Source: an optimization exercise on an open RTL-to-GDS flow (aim: small area). Production flows keep margins and buffers that such runs may drop.
Function was checked by simulation only, so behaviour that the tests miss may differ from the original. The clock port is modelled as an ideal driver; clocking choices that lean on that would not hold on a real chip.

==> v18: inputs <==
## pad_config_sequencer
module pad_config_sequencer #(
  parameter int NPADS  = 46,
  parameter int AW     = 6
) (
  input  logic                 clk,
  input  logic                 rst,
  input  logic                 bus_wr_valid,
  output logic                 bus_wr_ready,
  input  logic [AW-1:0]        bus_wr_addr,
  input  logic [7:0]           bus_wr_data,
  output logic                 bus_wr_err,
  input  logic [AW-1:0]        bus_rd_addr,
  output logic [7:0]           bus_rd_data,
  input  logic                 bus_commit_valid,
  output logic                 bus_commit_ready,
  output logic                 bus_busy,
  output logic                 bus_commit_done,
  output logic [NPADS-1:0]     pad_oe,
  output logic [NPADS-1:0]     pad_ie,
  output logic [NPADS-1:0]     pad_pu,
  output logic [NPADS-1:0]     pad_pd,
  output logic [NPADS-1:0]     pad_pdrv0,
  output logic [NPADS-1:0]     pad_pdrv1,
  output logic [NPADS-1:0]     pad_sl,
  output logic [NPADS-1:0]     pad_cs
);
==> module pad_config_sequencer, before the edit <==
module pad_config_sequencer #(
  parameter int NPADS  = 46,
  parameter int AW     = 6
) (
  input  logic                 clk,
  input  logic                 rst,
  input  logic                 bus_wr_valid,
  output logic                 bus_wr_ready,
  input  logic [AW-1:0]        bus_wr_addr,
  input  logic [7:0]           bus_wr_data,
  output logic                 bus_wr_err,
  input  logic [AW-1:0]        bus_rd_addr,
  output logic [7:0]           bus_rd_data,
  input  logic                 bus_commit_valid,
  output logic                 bus_commit_ready,
  output logic                 bus_busy,
  output logic                 bus_commit_done,
  output logic [NPADS-1:0]     pad_oe,
  output logic [NPADS-1:0]     pad_ie,
  output logic [NPADS-1:0]     pad_pu,
  output logic [NPADS-1:0]     pad_pd,
  output logic [NPADS-1:0]     pad_pdrv0,
  output logic [NPADS-1:0]     pad_pdrv1,
  output logic [NPADS-1:0]     pad_sl,
  output logic [NPADS-1:0]     pad_cs
);
  localparam logic [7:0] RST_WORD = 8'h02;
  logic [3:0]        step;
  logic              idle_q, any_q;
  logic [7:0]        shadow [NPADS], shadow_q [NPADS], shadow_nx [NPADS];
  logic              clr_q;
  logic [NPADS-1:0]  chg_now;
  logic [7:0]        rd_q;
  logic              err_q;
  logic              idle, wr_fire;
  assign idle    = idle_q;
  assign wr_fire = bus_wr_valid && idle;
  assign bus_wr_ready     = idle;
  assign bus_commit_ready = idle;
  assign bus_busy         = !idle;
  assign bus_commit_done  = (step == 4'd12) || (step == 4'd2 && !any_q);
  assign bus_rd_data      = rd_q;
  assign bus_wr_err       = err_q;
  logic [7:0] rd_mux;
  always_comb begin
    logic [7:0] grp;
    rd_mux = 8'h00;
    for (int g = 0; g < (NPADS + 15) / 16; g++) begin
      grp = 8'h00;
      for (int j = 0; j < 16; j++)
        if (16 * g + j < NPADS)
          grp = grp | ({8{bus_rd_addr[3:0] == 4'(j)}} & shadow[16 * g + j]);
      rd_mux = rd_mux | ({8{bus_rd_addr[5:4] == 2'(g)}} & grp);
    end
  end
  always_comb begin
    for (int i = 0; i < NPADS; i++) begin
      chg_now[i] = shadow[i] != {pad_cs[i], pad_sl[i], pad_pdrv1[i], pad_pdrv0[i],
                                 pad_pd[i], pad_pu[i], pad_ie[i], pad_oe[i]};
    end
  end
  always_ff @(posedge clk or posedge rst) begin
    if (rst) begin
      step   <= 4'd0;
      idle_q <= 1'b1;
      any_q  <= 1'b0;
    end else if (idle_q) begin
      if (bus_commit_valid) begin
        step   <= 4'd1;
        idle_q <= 1'b0;
      end
    end else begin
      if (step == 4'd1) any_q <= |chg_now;
      if (bus_commit_done) begin
        step   <= 4'd0;
        idle_q <= 1'b1;
      end else begin
        step   <= step + 4'd1;
      end
    end
  end
  always_ff @(posedge clk or posedge rst) begin
    if (rst) clr_q <= 1'b1;
    else     clr_q <= 1'b0;
  end
  localparam logic [7:0] INV_MASK = 8'h02;
  logic [7:0] wr_hi, wr_lo;
  always_comb begin
    for (int k = 0; k < 8; k++) begin
      wr_hi[k] = wr_fire && bus_wr_addr[5:3] == 3'(k);
      wr_lo[k] = bus_wr_addr[2:0] == 3'(k);
    end
  end
  always_comb begin
    for (int i = 0; i < NPADS; i++) begin
      logic sel, keep;
      sel  = wr_hi[i / 8] && wr_lo[i % 8];
      keep = !sel && !clr_q;
      shadow[i]    = shadow_q[i] ^ INV_MASK;
      shadow_nx[i] = ({8{sel}} & (bus_wr_data ^ INV_MASK)) | ({8{keep}} & shadow_q[i]);
    end
  end
  always_ff @(posedge clk) begin
    for (int i = 0; i < NPADS; i++) shadow_q[i] <= shadow_nx[i];
  end
  always_ff @(posedge clk or posedge rst) begin
    if (rst) begin
      rd_q  <= RST_WORD;
      err_q <= 1'b0;
    end else begin
      err_q <= wr_fire && (bus_wr_addr >= AW'(NPADS));
      if (clr_q) rd_q <= (bus_rd_addr < AW'(NPADS)) ? RST_WORD : 8'h00;
      else       rd_q <= rd_mux;
    end
  end
  always_ff @(posedge clk or posedge rst) begin
    if (rst) begin
      pad_oe    <= '0;
      pad_ie    <= '1;
      pad_pu    <= '0;
      pad_pd    <= '0;
      pad_pdrv0 <= '0;
      pad_pdrv1 <= '0;
      pad_sl    <= '0;
      pad_cs    <= '0;
    end else begin
      if (step == 4'd1) pad_oe <= pad_oe & ~chg_now;
      if (step == 4'd11) begin
        for (int i = 0; i < NPADS; i++) pad_oe[i] <= shadow[i][0];
      end
      if (step == 4'd6) begin
        for (int i = 0; i < NPADS; i++) begin
          pad_ie[i]    <= shadow[i][1];
          pad_pu[i]    <= shadow[i][2];
          pad_pd[i]    <= shadow[i][3];
          pad_pdrv0[i] <= shadow[i][4];
          pad_pdrv1[i] <= shadow[i][5];
          pad_sl[i]    <= shadow[i][6];
          pad_cs[i]    <= shadow[i][7];
        end
      end
    end
  end
endmodule
clock: 3.5 ns
lec_check: 0
cap_margin: 20
core_margin: 2
core_utilization: 37
setup_slack_margin: 0.4
slew_margin: 20
standard.sh (not shown) runs the stock make flow with config.mk's settings and CLKGATE_MAP_FILE= SYNTH_SCRIPT=/design/flow/synth_recipe.tcl, a recipe that flattens the netlist after the stock synthesis.
==> flow/flow/run.sh <==
#!/bin/bash
set -euo pipefail
here=$(pwd)

# ORFS synth.tcl, with the ABC script replaced right after the preamble sets it.
sed '/^source \$::env(SCRIPTS_DIR)\/synth_preamble.tcl/a lset abc_args 1 '"$here"'/flow/area.abc' \
  "$FLOW_HOME/scripts/synth.tcl" > "$here/flow_synth.tcl"
grep -q "flow/area.abc" "$here/flow_synth.tcl"
sed 's#^source \$::env(SCRIPTS_DIR)/synth.tcl$#source '"$here"'/flow_synth.tcl#' \
  "$here/synth_recipe.tcl" > "$here/flow_synth_recipe.tcl"
grep -q "flow_synth.tcl" "$here/flow_synth_recipe.tcl"
sed "s#$here/synth_recipe.tcl#$here/flow_synth_recipe.tcl#" "$here/standard.sh" > "$here/flow_standard.sh"
grep -q "flow_synth_recipe.tcl" "$here/flow_standard.sh"

export BUFFER_PORTS_ARGS="-buffer_cell sky130_fd_sc_hd__buf_1"
export GPL_KEEP_OVERFLOW=0
export CTS_ARGS="-sink_clustering_enable -repair_clock_nets -dont_use_dummy_load -sink_clustering_size 28 -sink_clustering_max_diameter 100 -buf_list {sky130_fd_sc_hd__clkbuf_4 sky130_fd_sc_hd__clkbuf_8 sky130_fd_sc_hd__clkbuf_16}"

bash "$here/flow_standard.sh" > "$here/flow.log" 2>&1
==> flow/flow/area.abc <==
strash
ifraig
scorr
dc2
strash
dch -f
amap -F 3 -A 8
==> inputs of v29, as changes to v18 <==
--- a/flow/design.v
+++ b/flow/design.v
@@ -28,5 +28,3 @@
   logic [3:0]        step;
-  logic              idle_q, any_q;
-  logic [7:0]        shadow [NPADS], shadow_q [NPADS], shadow_nx [NPADS];
-  logic              clr_q;
+  logic [7:0]        shadow [NPADS];
   logic [NPADS-1:0]  chg_now;
@@ -35,3 +33,3 @@
   logic              idle, wr_fire;
-  assign idle    = idle_q;
+  assign idle    = (step == 4'd0);
   assign wr_fire = bus_wr_valid && idle;
@@ -40,17 +38,5 @@
   assign bus_busy         = !idle;
-  assign bus_commit_done  = (step == 4'd12) || (step == 4'd2 && !any_q);
+  assign bus_commit_done  = (step == 4'd12);
   assign bus_rd_data      = rd_q;
   assign bus_wr_err       = err_q;
-  logic [7:0] rd_mux;
-  always_comb begin
-    logic [7:0] grp;
-    rd_mux = 8'h00;
-    for (int g = 0; g < (NPADS + 15) / 16; g++) begin
-      grp = 8'h00;
-      for (int j = 0; j < 16; j++)
-        if (16 * g + j < NPADS)
-          grp = grp | ({8{bus_rd_addr[3:0] == 4'(j)}} & shadow[16 * g + j]);
-      rd_mux = rd_mux | ({8{bus_rd_addr[5:4] == 2'(g)}} & grp);
-    end
-  end
   always_comb begin
@@ -63,18 +49,10 @@
     if (rst) begin
-      step   <= 4'd0;
-      idle_q <= 1'b1;
-      any_q  <= 1'b0;
-    end else if (idle_q) begin
-      if (bus_commit_valid) begin
-        step   <= 4'd1;
-        idle_q <= 1'b0;
-      end
+      step <= 4'd0;
     end else begin
-      if (step == 4'd1) any_q <= |chg_now;
-      if (bus_commit_done) begin
-        step   <= 4'd0;
-        idle_q <= 1'b1;
-      end else begin
-        step   <= step + 4'd1;
-      end
+      case (step)
+        4'd0:    if (bus_commit_valid) step <= 4'd1;
+        4'd1:    step <= (|chg_now) ? 4'd2 : 4'd12;
+        4'd12:   step <= 4'd0;
+        default: step <= step + 4'd1;
+      endcase
     end
@@ -82,27 +60,4 @@
   always_ff @(posedge clk or posedge rst) begin
-    if (rst) clr_q <= 1'b1;
-    else     clr_q <= 1'b0;
-  end
-  localparam logic [7:0] INV_MASK = 8'h02;
-  logic [7:0] wr_hi, wr_lo;
-  always_comb begin
-    for (int k = 0; k < 8; k++) begin
-      wr_hi[k] = wr_fire && bus_wr_addr[5:3] == 3'(k);
-      wr_lo[k] = bus_wr_addr[2:0] == 3'(k);
-    end
-  end
-  always_comb begin
-    for (int i = 0; i < NPADS; i++) begin
-      logic sel, keep;
-      sel  = wr_hi[i / 8] && wr_lo[i % 8];
-      keep = !sel && !clr_q;
-      shadow[i]    = shadow_q[i] ^ INV_MASK;
-      shadow_nx[i] = ({8{sel}} & (bus_wr_data ^ INV_MASK)) | ({8{keep}} & shadow_q[i]);
-    end
-  end
-  always_ff @(posedge clk) begin
-    for (int i = 0; i < NPADS; i++) shadow_q[i] <= shadow_nx[i];
-  end
-  always_ff @(posedge clk or posedge rst) begin
     if (rst) begin
+      for (int i = 0; i < NPADS; i++) shadow[i] <= RST_WORD;
       rd_q  <= RST_WORD;
@@ -111,4 +66,5 @@
       err_q <= wr_fire && (bus_wr_addr >= AW'(NPADS));
-      if (clr_q) rd_q <= (bus_rd_addr < AW'(NPADS)) ? RST_WORD : 8'h00;
-      else       rd_q <= rd_mux;
+      for (int i = 0; i < NPADS; i++)
+        if (wr_fire && bus_wr_addr == AW'(i)) shadow[i] <= bus_wr_data;
+      rd_q <= (bus_rd_addr < AW'(NPADS)) ? shadow[bus_rd_addr] : 8'h00;
     end
--- a/flow/flow/run.sh
+++ b/flow/flow/run.sh
@@ -1,2 +1,10 @@
 #!/bin/bash
+# Own layout flow: the standard ORFS flow with three changes.
+#  1. Synthesis is the standard one (synth_recipe.tcl and ORFS synth.tcl, so the
+#     same registers with the same names and cells), except that ABC maps the
+#     combinational logic with an area-oriented script (flow/area.abc).
+#  2. Port buffers are sky130_fd_sc_hd__buf_1 (every input and output port
+#     still gets its own buffer).
+#  3. CTS clusters up to 30 sinks per leaf buffer and inserts no dummy loads.
+# Each tool's output goes to the ORFS logs under orfs/logs and to flow.log here.
 set -euo pipefail
@@ -15,4 +23,3 @@
 export BUFFER_PORTS_ARGS="-buffer_cell sky130_fd_sc_hd__buf_1"
-export GPL_KEEP_OVERFLOW=0
-export CTS_ARGS="-sink_clustering_enable -repair_clock_nets -dont_use_dummy_load -sink_clustering_size 28 -sink_clustering_max_diameter 100 -buf_list {sky130_fd_sc_hd__clkbuf_4 sky130_fd_sc_hd__clkbuf_8 sky130_fd_sc_hd__clkbuf_16}"
+export CTS_ARGS="-sink_clustering_enable -repair_clock_nets -dont_use_dummy_load -sink_clustering_size 30 -sink_clustering_max_diameter 100 -buf_list {sky130_fd_sc_hd__clkbuf_4 sky130_fd_sc_hd__clkbuf_8 sky130_fd_sc_hd__clkbuf_16}"
 
==> flow/flow/area.abc (replaced) <==
strash
ifraig
scorr
dc2
strash
dch -f
amap
Settings changed: CORE_UTILIZATION 37 to 40, SETUP_SLACK_MARGIN 0.4 to unset.
==> results.cfg <==
[run_status]
outcome = complete, no violations

[placed_design]
dpl.hpwl_um = 114100
gp_congestion = 1.064

[final_layout]
regMostFlops = shadow
seq_share_pct = 49.66
fill_cells = 7833
syn_to_final_growth_pct = 16.07

[power]
clockPowerShare_pct = 13.0
switching_power_w = 0.01469

[critical_path]
slowest_stage = dfrtp_1

[floorplan]
rows = 104
die_w_um = 290.0
n_tap_cell = 1060

[synth]
ys_seq_area_share_pct = 57.64

[grt]
use_met2_pct = 52.37
use_met1_pct = 47.90

[drt]
routedWlPerCell_um = 30.71
route.met2.wl_um = 66390

[sta]
tightest_slew_ns = 1.088
the above is filed under v29

==> results.cfg <==
[power]
switching_power_w = 0.005872
clockPowerShare_pct = 24.4

[sta]
tightest_slew_ns = 1.085

[drt]
route.met2.wl_um = 61410

[final_layout]
syn_to_final_growth_pct = 14.60
fill_cells = 8139

[grt]
use_met1_pct = 41.72
use_met2_pct = 48.38

[floorplan]
n_tap_cell = 1070

[run_status]
outcome = complete, no violations
the above is filed under v18

afterwards: timing with drivers on the ports:
How much do the figures lean on ideal ports? The routed layouts below were timed once more, with nothing changed but the port constraints.
Step 1 (the two cells are an assumption about what drives the block):
set clk [get_ports {clk}]
set_driving_cell -lib_cell sky130_fd_sc_hd__clkbuf_16 $clk
set_driving_cell -lib_cell sky130_fd_sc_hd__buf_2 [delete_from_list [all_inputs] $clk]
Step 2 also shifts input and output timing later by t, the mid clock arrival at the registers, as if the neighbouring blocks saw the same clock.
Three values: no drivers, after step 1, after step 2; two values: the first two.
run | t, ns | setup WS [ns] | latest minus earliest clock arrival (ns)
v18 | 0.721 | 0.266 / 0.266 / -0.428 | 0.056 / 0.056
v29 | 0.703 | 0.139 / 0.139 / -0.387 | 0.050 / 0.050
With both steps, setup timing fails in v18 and v29, where it was met with ideal ports. The setup slack of v18, which loses most, moves by 0.000 ns with the drivers and by -0.694 ns with both steps.
